From an optimization exercise on the open Yosys and OpenROAD flow, aimed at small area and a short achievable clock period; shortcuts taken in it are not production practice.
RTL that was checked went through simulation tests only; none was proved equivalent to the original.
Power is estimated from default activity; no workload was simulated.

==> inputs of run a <==
// fir_chip
module fir_chip (
   input  logic                   clock,
   input  logic                   arst_n,
   input  logic                   psel,
   input  logic                   penable,
   input  logic                   pwrite,
   input  logic [8-1:0] paddr,
   input  logic [32-1:0] pwdata,
   output logic [32-1:0] prdata,
   output logic                   pready,
   output logic                   pslverr,
   input  logic                   in_valid,
   input  logic [16-1:0] in_data,
   output logic                   out_valid,
   output logic [16-1:0] out_data
);
   fir_pkg::apb_req_t apb_req;
   fir_pkg::apb_rsp_t apb_rsp;
   fir_pkg::sample_t  samp_in;
   fir_pkg::sample_t  samp_out;
   assign apb_req.psel    = psel;
   assign apb_req.penable = penable;
   assign apb_req.pwrite  = pwrite;
   assign apb_req.paddr   = paddr;
   assign apb_req.pwdata  = pwdata;
   assign samp_in.valid   = in_valid;
   assign samp_in.data    = in_data;
   fir_top u_top (
  ...
make LEC_CHECK=0 ABC_AREA=1 CAP_MARGIN=20 CORE_MARGIN=2 CORE_UTILIZATION=40 SETUP_SLACK_MARGIN=4.5 SLEW_MARGIN=20 SYNTH_HIERARCHICAL=1 finish   # period 10.5 ns
run.sh (not shown) runs the stock make flow with config.mk's settings and CLKGATE_MAP_FILE= SYNTH_SCRIPT=/design/flow/synth_recipe.tcl, a recipe that flattens the netlist after the stock synthesis.
==> run b (differences from run a) <==
--- a/flow/design.v
+++ b/flow/design.v
@@ -42,21 +42,23 @@
 endmodule
 `timescale 1ns/1ps
 module sym_fir (
    input  logic                                              clock,
    input  logic                                              arst_n,
    input  fir_pkg::sample_t                                  in,
-   input  logic signed [4-1:0][18-1:0] coef,
+   input  logic [4-1:0][18/2-1:0]      cneg,    
+   input  logic [4-1:0][18/2-1:0]      cone,
+   input  logic [4-1:0][18/2-1:0]      ctwo,
    input  fir_pkg::slice_mode_t                              mode,
    output fir_pkg::sample_t                                  out
 );
    localparam int H   = 4;
    localparam int DW  = 16;
    localparam int AW  = 37;                  
    localparam int ND  = 18 / 2;     
-   localparam int OFS = 5;                   
+   localparam int OFS = 4;                   
    localparam int LEN = OFS + 2 * H - 1;     
    logic signed [DW-1:0] hist [1:LEN];   
    logic [H-1:0][DW:0]   pa, pd;         
    logic [H-1:0][DW:0]   pre_d;          
    logic [H-1:0][DW:0]   pre;            
    logic                 sub;
@@ -79,20 +81,18 @@
       end
    end
    logic [H-1:0][ND-1:0][DW+1:0] row;
    logic [H-1:0][ND-1:0]         neg;
    always_comb begin
       for (int t = 0; t < H; t++) begin
-         logic [18:0] bx;
-         bx = {coef[t], 1'b0};
          for (int i = 0; i < ND; i++) begin
             logic one, two, ng;
             logic [DW+1:0] m, e;
-            one = bx[2*i+1] ^ bx[2*i];
-            two = (bx[2*i+2] & ~bx[2*i+1] & ~bx[2*i]) | (~bx[2*i+2] & bx[2*i+1] & bx[2*i]);
-            ng  = bx[2*i+2];
+            one = cone[t][i];
+            two = ctwo[t][i];
+            ng  = cneg[t][i];
             for (int j = 0; j <= DW + 1; j++) begin
                logic sj, sj1;
                sj  = (j == DW + 1) ? pre[t][DW] : pre[t][j];
                sj1 = (j == 0)      ? 1'b0      : pre[t][j-1];
                m[j] = (one & sj) | (two & sj1);
             end
@@ -1127,97 +1127,132 @@
    assign acc_y    = acc ^ {AW{neg_out}};
    assign acc_shr  = acc_y >>> 17;
    assign ovf      = acc_shr[AW-1:DW-1] != {(AW - DW + 1){acc_shr[AW-1]}};
    assign sat_data = !ovf ? acc_shr[DW-1:0] :
                      acc_shr[AW-1] ? {1'b1, {(DW - 1){1'b0}}}
                                    : {1'b0, {(DW - 1){1'b1}}};
-   assign out.data = zero ? '0 : sat_data;
    always_ff @(posedge clock or negedge arst_n) begin
-      if (!arst_n)
-         out.valid <= 1'b0;
-      else
+      if (!arst_n) begin
+         out <= '0;
+      end else begin
          out.valid <= in.valid;
+         if (in.valid)
+            out.data <= zero ? '0 : sat_data;
+      end
    end
 endmodule
 `timescale 1ns/1ps
 module fir_regs (
-   input  logic                                              clock,
-   input  logic                                              arst_n,
-   input  fir_pkg::apb_req_t                                 req,
-   output fir_pkg::apb_rsp_t                                 rsp,
-   output logic signed [4-1:0][18-1:0] coef,
-   output fir_pkg::slice_mode_t                              mode
+   input  logic                                     clock,
+   input  logic                                     arst_n,
+   input  fir_pkg::apb_req_t                        req,
+   output fir_pkg::apb_rsp_t                        rsp,
+   output logic [4-1:0][18/2-1:0] cneg,
+   output logic [4-1:0][18/2-1:0] cone,
+   output logic [4-1:0][18/2-1:0] ctwo,
+   output fir_pkg::slice_mode_t                     mode
 );
    localparam int H      = 4;
    localparam int CW     = 18;
+   localparam int ND     = 18 / 2;
    localparam int DATA_W = 32;
    localparam int MODE_W = 2;    
    logic              access;     
    logic              wr_en;
+   logic              rd_en;
    logic              mode_sel;
    logic [H-1:0]      coef_sel;   
    logic              mapped;
-   logic [DATA_W-1:0] rd_data;
    assign access = req.psel & req.penable;
    assign wr_en  = access & req.pwrite;
+   assign rd_en  = access & ~req.pwrite;
    always_comb begin
       mode_sel = (req.paddr == 8'h00);
       for (int k = 0; k < H; k++)
          coef_sel[k] = (req.paddr == 8'(8'h10 + 4 * k));
    end
    assign mapped = mode_sel | (|coef_sel);
+   logic [ND-1:0] wneg, wone, wtwo;
+   always_comb begin
+      logic [CW:0] bx;
+      bx = {req.pwdata[CW-1:0], 1'b0};
+      for (int i = 0; i < ND; i++) begin
+         wneg[i] = bx[2*i+2];
+         wone[i] = bx[2*i+1] ^ bx[2*i];
+         wtwo[i] = (bx[2*i+2] & ~bx[2*i+1] & ~bx[2*i]) | (~bx[2*i+2] & bx[2*i+1] & bx[2*i]);
+      end
+   end
    always_ff @(posedge clock or negedge arst_n) begin
       if (!arst_n) begin
          mode <= '0;
-         coef <= '0;    
+         cneg <= '0;    
+         cone <= '0;
+         ctwo <= '0;
       end else if (wr_en) begin
          if (mode_sel)
             mode <= fir_pkg::slice_mode_t'(req.pwdata[MODE_W-1:0]);
          for (int k = 0; k < H; k++) begin
-            if (coef_sel[k])
-               coef[k] <= req.pwdata[CW-1:0];    
+            if (coef_sel[k]) begin    
+               cneg[k] <= wneg;
+               cone[k] <= wone;
+               ctwo[k] <= wtwo;
+            end
          end
       end
    end
+   logic [H-1:0][CW-1:0] coef;
    always_comb begin
-      rd_data = '0;
-      if (mode_sel)
-         rd_data = {{(DATA_W - MODE_W){1'b0}}, mode};
-      for (int k = 0; k < H; k++) begin
-         if (coef_sel[k])
-            rd_data = {{(DATA_W - CW){coef[k][CW-1]}}, coef[k]};
-      end
+      for (int k = 0; k < H; k++)
+         for (int i = 0; i < ND; i++) begin
+            coef[k][2*i+1] = cneg[k][i];
+            coef[k][2*i]   = cone[k][i] ^ ((i == 0) ? 1'b0 : cneg[k][i-1]);
+         end
+   end
+   logic              rsel_mode;
+   logic [H-1:0]      rsel_coef;
+   logic [CW-1:0]     rd_coef;
+   assign rsel_mode = rd_en & mode_sel;
+   assign rsel_coef = {H{rd_en}} & coef_sel;
+   always_comb begin
+      rd_coef = '0;
+      for (int k = 0; k < H; k++)
+         rd_coef = rd_coef | ({CW{rsel_coef[k]}} & coef[k]);
    end
-   assign rsp.prdata  = (access & ~req.pwrite) ? rd_data : '0;
+   assign rsp.prdata  = {{(DATA_W - CW){rd_coef[CW-1]}}, rd_coef[CW-1:MODE_W],
+                         rd_coef[MODE_W-1:0] | ({MODE_W{rsel_mode}} & mode)};
    assign rsp.pready  = 1'b1;
    assign rsp.pslverr = access & ~mapped;
 endmodule
 `timescale 1ns/1ps
 module fir_top (
    input  logic              clock,
    input  logic              arst_n,
    input  fir_pkg::apb_req_t apb_req,
    output fir_pkg::apb_rsp_t apb_rsp,
    input  fir_pkg::sample_t  in,
    output fir_pkg::sample_t  out
 );
-   logic signed [4-1:0][18-1:0] coef;   
-   fir_pkg::slice_mode_t                              mode;
+   logic [4-1:0][18/2-1:0] cneg, cone, ctwo;
+   fir_pkg::slice_mode_t                         mode;
    fir_regs u_regs (
       .clock  (clock),
       .arst_n (arst_n),
       .req    (apb_req),
       .rsp    (apb_rsp),
-      .coef   (coef),
+      .cneg   (cneg),
+      .cone   (cone),
+      .ctwo   (ctwo),
       .mode   (mode)
    );
    sym_fir u_fir (
       .clock  (clock),
       .arst_n (arst_n),
       .in     (in),
-      .coef   (coef),
+      .cneg   (cneg),
+      .cone   (cone),
+      .ctwo   (ctwo),
       .mode   (mode),
       .out    (out)
    );
 endmodule
 `timescale 1ns/1ps
 module fir_chip (
SETUP_SLACK_MARGIN = 5.0   (was 4.5)
==> run c (differences from run a) <==
--- a/flow/design.v
+++ b/flow/design.v
@@ -42,21 +42,23 @@
 endmodule
 `timescale 1ns/1ps
 module sym_fir (
    input  logic                                              clock,
    input  logic                                              arst_n,
    input  fir_pkg::sample_t                                  in,
-   input  logic signed [4-1:0][18-1:0] coef,
+   input  logic [4-1:0][18/2-1:0]      cneg,    
+   input  logic [4-1:0][18/2-1:0]      cone,
+   input  logic [4-1:0][18/2-1:0]      ctwo,
    input  fir_pkg::slice_mode_t                              mode,
    output fir_pkg::sample_t                                  out
 );
    localparam int H   = 4;
    localparam int DW  = 16;
    localparam int AW  = 37;                  
    localparam int ND  = 18 / 2;     
-   localparam int OFS = 5;                   
+   localparam int OFS = 4;                   
    localparam int LEN = OFS + 2 * H - 1;     
    logic signed [DW-1:0] hist [1:LEN];   
    logic [H-1:0][DW:0]   pa, pd;         
    logic [H-1:0][DW:0]   pre_d;          
    logic [H-1:0][DW:0]   pre;            
    logic                 sub;
@@ -79,20 +81,18 @@
       end
    end
    logic [H-1:0][ND-1:0][DW+1:0] row;
    logic [H-1:0][ND-1:0]         neg;
    always_comb begin
       for (int t = 0; t < H; t++) begin
-         logic [18:0] bx;
-         bx = {coef[t], 1'b0};
          for (int i = 0; i < ND; i++) begin
             logic one, two, ng;
             logic [DW+1:0] m, e;
-            one = bx[2*i+1] ^ bx[2*i];
-            two = (bx[2*i+2] & ~bx[2*i+1] & ~bx[2*i]) | (~bx[2*i+2] & bx[2*i+1] & bx[2*i]);
-            ng  = bx[2*i+2];
+            one = cone[t][i];
+            two = ctwo[t][i];
+            ng  = cneg[t][i];
             for (int j = 0; j <= DW + 1; j++) begin
                logic sj, sj1;
                sj  = (j == DW + 1) ? pre[t][DW] : pre[t][j];
                sj1 = (j == 0)      ? 1'b0      : pre[t][j-1];
                m[j] = (one & sj) | (two & sj1);
             end
@@ -1127,97 +1127,132 @@
    assign acc_y    = acc ^ {AW{neg_out}};
    assign acc_shr  = acc_y >>> 17;
    assign ovf      = acc_shr[AW-1:DW-1] != {(AW - DW + 1){acc_shr[AW-1]}};
    assign sat_data = !ovf ? acc_shr[DW-1:0] :
                      acc_shr[AW-1] ? {1'b1, {(DW - 1){1'b0}}}
                                    : {1'b0, {(DW - 1){1'b1}}};
-   assign out.data = zero ? '0 : sat_data;
    always_ff @(posedge clock or negedge arst_n) begin
-      if (!arst_n)
-         out.valid <= 1'b0;
-      else
+      if (!arst_n) begin
+         out <= '0;
+      end else begin
          out.valid <= in.valid;
+         if (in.valid)
+            out.data <= zero ? '0 : sat_data;
+      end
    end
 endmodule
 `timescale 1ns/1ps
 module fir_regs (
-   input  logic                                              clock,
-   input  logic                                              arst_n,
-   input  fir_pkg::apb_req_t                                 req,
-   output fir_pkg::apb_rsp_t                                 rsp,
-   output logic signed [4-1:0][18-1:0] coef,
-   output fir_pkg::slice_mode_t                              mode
+   input  logic                                     clock,
+   input  logic                                     arst_n,
+   input  fir_pkg::apb_req_t                        req,
+   output fir_pkg::apb_rsp_t                        rsp,
+   output logic [4-1:0][18/2-1:0] cneg,
+   output logic [4-1:0][18/2-1:0] cone,
+   output logic [4-1:0][18/2-1:0] ctwo,
+   output fir_pkg::slice_mode_t                     mode
 );
    localparam int H      = 4;
    localparam int CW     = 18;
+   localparam int ND     = 18 / 2;
    localparam int DATA_W = 32;
    localparam int MODE_W = 2;    
    logic              access;     
    logic              wr_en;
+   logic              rd_en;
    logic              mode_sel;
    logic [H-1:0]      coef_sel;   
    logic              mapped;
-   logic [DATA_W-1:0] rd_data;
    assign access = req.psel & req.penable;
    assign wr_en  = access & req.pwrite;
+   assign rd_en  = access & ~req.pwrite;
    always_comb begin
       mode_sel = (req.paddr == 8'h00);
       for (int k = 0; k < H; k++)
          coef_sel[k] = (req.paddr == 8'(8'h10 + 4 * k));
    end
    assign mapped = mode_sel | (|coef_sel);
+   logic [ND-1:0] wneg, wone, wtwo;
+   always_comb begin
+      logic [CW:0] bx;
+      bx = {req.pwdata[CW-1:0], 1'b0};
+      for (int i = 0; i < ND; i++) begin
+         wneg[i] = bx[2*i+2];
+         wone[i] = bx[2*i+1] ^ bx[2*i];
+         wtwo[i] = (bx[2*i+2] & ~bx[2*i+1] & ~bx[2*i]) | (~bx[2*i+2] & bx[2*i+1] & bx[2*i]);
+      end
+   end
    always_ff @(posedge clock or negedge arst_n) begin
       if (!arst_n) begin
          mode <= '0;
-         coef <= '0;    
+         cneg <= '0;    
+         cone <= '0;
+         ctwo <= '0;
       end else if (wr_en) begin
          if (mode_sel)
             mode <= fir_pkg::slice_mode_t'(req.pwdata[MODE_W-1:0]);
          for (int k = 0; k < H; k++) begin
-            if (coef_sel[k])
-               coef[k] <= req.pwdata[CW-1:0];    
+            if (coef_sel[k]) begin    
+               cneg[k] <= wneg;
+               cone[k] <= wone;
+               ctwo[k] <= wtwo;
+            end
          end
       end
    end
+   logic [H-1:0][CW-1:0] coef;
    always_comb begin
-      rd_data = '0;
-      if (mode_sel)
-         rd_data = {{(DATA_W - MODE_W){1'b0}}, mode};
-      for (int k = 0; k < H; k++) begin
-         if (coef_sel[k])
-            rd_data = {{(DATA_W - CW){coef[k][CW-1]}}, coef[k]};
-      end
+      for (int k = 0; k < H; k++)
+         for (int i = 0; i < ND; i++) begin
+            coef[k][2*i+1] = cneg[k][i];
+            coef[k][2*i]   = cone[k][i] ^ ((i == 0) ? 1'b0 : cneg[k][i-1]);
+         end
+   end
+   logic              rsel_mode;
+   logic [H-1:0]      rsel_coef;
+   logic [CW-1:0]     rd_coef;
+   assign rsel_mode = rd_en & mode_sel;
+   assign rsel_coef = {H{rd_en}} & coef_sel;
+   always_comb begin
+      rd_coef = '0;
+      for (int k = 0; k < H; k++)
+         rd_coef = rd_coef | ({CW{rsel_coef[k]}} & coef[k]);
    end
-   assign rsp.prdata  = (access & ~req.pwrite) ? rd_data : '0;
+   assign rsp.prdata  = {{(DATA_W - CW){rd_coef[CW-1]}}, rd_coef[CW-1:MODE_W],
+                         rd_coef[MODE_W-1:0] | ({MODE_W{rsel_mode}} & mode)};
    assign rsp.pready  = 1'b1;
    assign rsp.pslverr = access & ~mapped;
 endmodule
 `timescale 1ns/1ps
 module fir_top (
    input  logic              clock,
    input  logic              arst_n,
    input  fir_pkg::apb_req_t apb_req,
    output fir_pkg::apb_rsp_t apb_rsp,
    input  fir_pkg::sample_t  in,
    output fir_pkg::sample_t  out
 );
-   logic signed [4-1:0][18-1:0] coef;   
-   fir_pkg::slice_mode_t                              mode;
+   logic [4-1:0][18/2-1:0] cneg, cone, ctwo;
+   fir_pkg::slice_mode_t                         mode;
    fir_regs u_regs (
       .clock  (clock),
       .arst_n (arst_n),
       .req    (apb_req),
       .rsp    (apb_rsp),
-      .coef   (coef),
+      .cneg   (cneg),
+      .cone   (cone),
+      .ctwo   (ctwo),
       .mode   (mode)
    );
    sym_fir u_fir (
       .clock  (clock),
       .arst_n (arst_n),
       .in     (in),
-      .coef   (coef),
+      .cneg   (cneg),
+      .cone   (cone),
+      .ctwo   (ctwo),
       .mode   (mode),
       .out    (out)
    );
 endmodule
 `timescale 1ns/1ps
 module fir_chip (
==> comparison table <==
	run c	run b	run a
FF/Latch Area	0.0127 sq mm	0.0128 sq mm	0.0119 sq mm
Final cell area excluding filler cells	0.0510 sq mm	0.0534 sq mm	0.0517 sq mm
Power consumed by combinational cells	3.43 mW	3.49 mW	4.29 mW
TritonCTS Sinks	444	444	408
Slowest stage delay, CP	0.47 ns	0.55 ns	0.54 ns
#FFs+latches synth	444	444	408
Leading cell type in the layout, fill and taps excluded	sky130_fd_sc_hd__fa_1	sky130_fd_sc_hd__xor2_1	sky130_fd_sc_hd__fa_1
WL per Instance	29.6 um	29.9 um	30.3 um
Sequential fraction of the synthesis area	0.276	0.276	0.266
GRT Overall Usage	0.286	0.297	0.303
End point of the critical path	prdata[9]	u_top.u_fir.acc_b[27]$_DFFE_PP_	u_top.u_fir.acc_b[20]$_DFFE_PP_
Share of final layout cell area taken by non-clock buffers	0.0481	0.0820	0.0711
Result of the run	complete, no violations	complete, no violations	complete, no violations
Clock buffer count in the final layout	62	65	61
Maximum ir drop on the vdd rail	119 uV	123 uV	130 uV
Launching element type of the critical path	input pin	flip-flop	flip-flop
Fraction of area in multi-input gates	0.606	0.586	0.606
Met3 Wirelength	18,900 um	22,800 um	18,800 um
Switching share of power	0.404	0.412	0.425
Final HPWL from detailed placement	124,000 um	123,000 um	129,000 um
Sw Pwr	3.09 mW	3.09 mW	3.49 mW
Overall power after layout	7.65 mW	7.50 mW	8.20 mW
Area of the multi-input gates	0.0309 sq mm	0.0313 sq mm	0.0313 sq mm
Fill cell instance count of the final layout	10,800	10,500	10,200
Wire length of the first global-routing pass	243,000 um	251,000 um	250,000 um
The RTL of run a was laid out without a check of its function.

==> separate check: timing with driven ports <==
The results above use ideal ports. As a check the final layouts listed here were re-extracted and re-timed, cells and wires unchanged.
Step 1 assumes that a clkbuf_16 drives the clock port and a buf_2 every other input.
Step 2, shift: input delay + t, output delay - t, t = (earliest + latest rising clock arrival at the registers) / 2. This alone moves slack from input paths to output paths.
Slacks: no drivers / after step 1 / after step 2; pairs: no drivers / after step 1.
run	t, ns	setup WS [ns]	worst hold slack (ns)	worst setup path at the end	slew at the worst register clock pin (ns)
run a	0.686	4.477 / 4.477 / 4.477	0.412 / 0.412 / 0.412	register to register	0.06 / 0.06
run b	0.715	4.977 / 4.977 / 4.977	0.417 / 0.417 / 0.417	register to register	0.07 / 0.07
run c	0.701	4.532 / 4.502 / 4.502	0.412 / 0.412 / 0.412	input to output	0.06 / 0.06
After both steps every run listed still meets setup and hold. The setup slack of run c, which loses most, moves by -0.030 ns with the drivers and by -0.030 ns with both steps.
